This design comes from an exercise in tuning for small area, a short achievable clock period and few clock cycles on the open sky130 flow, not from production work. In this exercise RTL edits were held to simulation tests only and were not proved equivalent to the original. Power figures rest on the tool's default switching activity, not on a simulated workload.

## run A
## cpu_core
module cpu_core (
    input  logic        clk,
    input  logic        arst_n,
    output logic [15:0] imem_addr,
    input  logic [31:0] imem_rdata,
    output logic [15:0] dmem_addr,
    output logic [15:0] dmem_wdata,
    output logic        dmem_we,
    output logic        dmem_re,
    input  logic [15:0] dmem_rdata
);
==> flow/config.mk <==
export PLATFORM = sky130hd
export DESIGN_NAME = cpu_core
export DESIGN_NICKNAME = cpu_core
export VERILOG_FILES = /design/flow/design.v
export SDC_FILE = /design/flow/constraint.sdc
export NUM_CORES = 4
export LEC_CHECK = 0
export ABC_AREA = 1
export CAP_MARGIN = 20
export CORE_MARGIN = 2
export CORE_UTILIZATION = 55
export CTS_CLUSTER_DIAMETER = 100
export CTS_CLUSTER_SIZE = 20
export SETUP_SLACK_MARGIN = 5
export SLEW_MARGIN = 20
==> flow/constraint.sdc <==
create_clock -name core_clock -period 9.0 [get_ports {clk}]
set_input_delay 1.8000 -clock core_clock [delete_from_list [all_inputs] [get_ports {clk}]]
set_output_delay 1.8000 -clock core_clock [all_outputs]
set_load 0.01 [all_outputs]
standard.sh (not shown) runs the stock make flow with config.mk's settings and CLKGATE_MAP_FILE= SYNTH_SCRIPT=/design/flow/synth_recipe.tcl, a recipe that flattens the netlist after the stock synthesis.
==> flow/flow/run.sh <==
#!/bin/bash
# Layout flow: the standard ORFS flow (standard.sh) with two changes:
#  - the port buffers are sky130_fd_sc_hd__buf_2 instead of the default pick;
#  - repair_timing aims at a setup margin of 5.7 ns instead of config.mk's 5.
# The SDC, floorplan, power grid, synthesis and all other steps are the standard ones.
# ORFS writes each step's full tool output to orfs/logs/; make's own output goes to
# standard.log here.
set -o pipefail
bash standard.sh \
    "BUFFER_PORTS_ARGS=-buffer_cell sky130_fd_sc_hd__buf_2" \
    SETUP_SLACK_MARGIN=5.7 \
    finish > standard.log 2>&1
Testbench counts of run A, summed over its fixed seeds: cycles 10,799.
### run A -> run B
Settings: CTS_CLUSTER_SIZE: 20 -> unset; CTS_CLUSTER_DIAMETER: 100 -> unset; CORE_UTILIZATION: 55 -> 60.
==> flow/flow/run.sh <==
#!/bin/bash
# Layout flow: the standard ORFS flow (standard.sh) with two changes:
#  - the port buffers are sky130_fd_sc_hd__buf_2 instead of the default pick;
#  - repair_timing aims at a setup margin of 5.6 ns instead of config.mk's 5.
# The SDC, floorplan, power grid, synthesis and all other steps are the standard ones.
# ORFS writes each step's full tool output to orfs/logs/; make's own output goes to
# standard.log here.
set -o pipefail
bash standard.sh \
    "BUFFER_PORTS_ARGS=-buffer_cell sky130_fd_sc_hd__buf_2" \
    SETUP_SLACK_MARGIN=5.6 \
    finish > standard.log 2>&1
[summary]
- Worst setup path endpoint: fa[3]$_DFF_P_ -> run B, e_b[11]$_DFF_P_ -> run A
- Run B reached the final stage; the timing, DRC and antenna checks on its layout passed.
- In the floorplan summary, run B is listed with a die area less than that of run A.
- Summary — share of total power in the clock network, run B relative to run A: higher, by 12 points.
- | overall routing resource usage | lower: run A |
Inputs modified between run B and run C:
==> flow/flow/run.sh <==
#!/bin/bash
# Layout flow: the standard ORFS flow (standard.sh) with two changes:
#  - the port buffers are sky130_fd_sc_hd__buf_2 instead of the default pick;
#  - repair_timing aims at a setup margin of 5.8 ns instead of config.mk's 5.
# The SDC, floorplan, power grid, synthesis and all other steps are the standard ones.
# ORFS writes each step's full tool output to orfs/logs/; make's own output goes to
# standard.log here.
set -o pipefail
bash standard.sh \
    "BUFFER_PORTS_ARGS=-buffer_cell sky130_fd_sc_hd__buf_2" \
    SETUP_SLACK_MARGIN=5.8 \
    finish > standard.log 2>&1
Findings:
- Looking at setup slack across run B and run C, the one that comes out higher is run C.
- On largest driver fanout on the critical path, run B and run C are neck and neck.
- Changes observed in run C relative to run B: proportion of power drawn by flip-flops and latches now sits lower, total iterations of the first detailed-routing run now sits higher.
Modified inputs, run D compared to run C
Settings: an added CTS_CLUSTER_SIZE of 20; an added CTS_CLUSTER_DIAMETER of 100.
==> flow/flow/run.sh <==
#!/bin/bash
# Layout flow: the standard ORFS flow (standard.sh) with two changes:
#  - the port buffers are sky130_fd_sc_hd__buf_2 instead of the default pick;
#  - repair_timing aims at a setup margin of 5.5 ns instead of config.mk's 5.
# The SDC, floorplan, power grid, synthesis and all other steps are the standard ones.
# ORFS writes each step's full tool output to orfs/logs/; make's own output goes to
# standard.log here.
set -o pipefail
bash standard.sh \
    "BUFFER_PORTS_ARGS=-buffer_cell sky130_fd_sc_hd__buf_2" \
    SETUP_SLACK_MARGIN=5.5 \
    finish > standard.log 2>&1
==> comparison <==
- Run D has completed all stages; timing, DRC and antenna checks passed.
- Compared with run C, in run D number of global-route vias before repair now smaller; wire length lower; leakage power went down by about 9%; delay of the slowest critical-path stage rose 0.03 ns; critical path depth has increased.
- Combinational power (run D over run C): decrease, about 12%
- Max layout overhead on the synthesized area across run C and run D: run C
- Re number of sequential cells: no difference whatsoever between run C and run D.

[static timing again, ports no longer ideal]
In the flow no input, the clock included, has a driving cell. The finished layouts below were timed again as built, in two steps.
Step 1 assumes that a clkbuf_16 drives the clock port and a buf_2 every other input.
Step 2, shift: input delay + t, output delay - t, t = (earliest + latest rising clock arrival at the registers) / 2. This alone moves slack from input paths to output paths.
Three values: no drivers, after step 1, after step 2; two values: the first two.
| run | t, ns | slack for setup (ns) | worst slew at a driven data input, ns | pins driven straight from the clock port |
|---|---|---|---|---|
| run A | 0.620 | 5.669 / 5.692 / 5.072 | 0.07 | 1 |
| run B | 0.643 | 5.527 / 5.562 / 4.919 | 0.07 | 1 |
| run C | 0.644 | 5.673 / 5.700 / 5.056 | 0.08 | 1 |
| run D | 0.629 | 5.401 / 5.411 / 4.782 | 0.06 | 1 |
After both steps every run listed still meets setup and hold. The setup slack of run D, which loses most, moves by +0.010 ns with the drivers and by -0.619 ns with both steps.
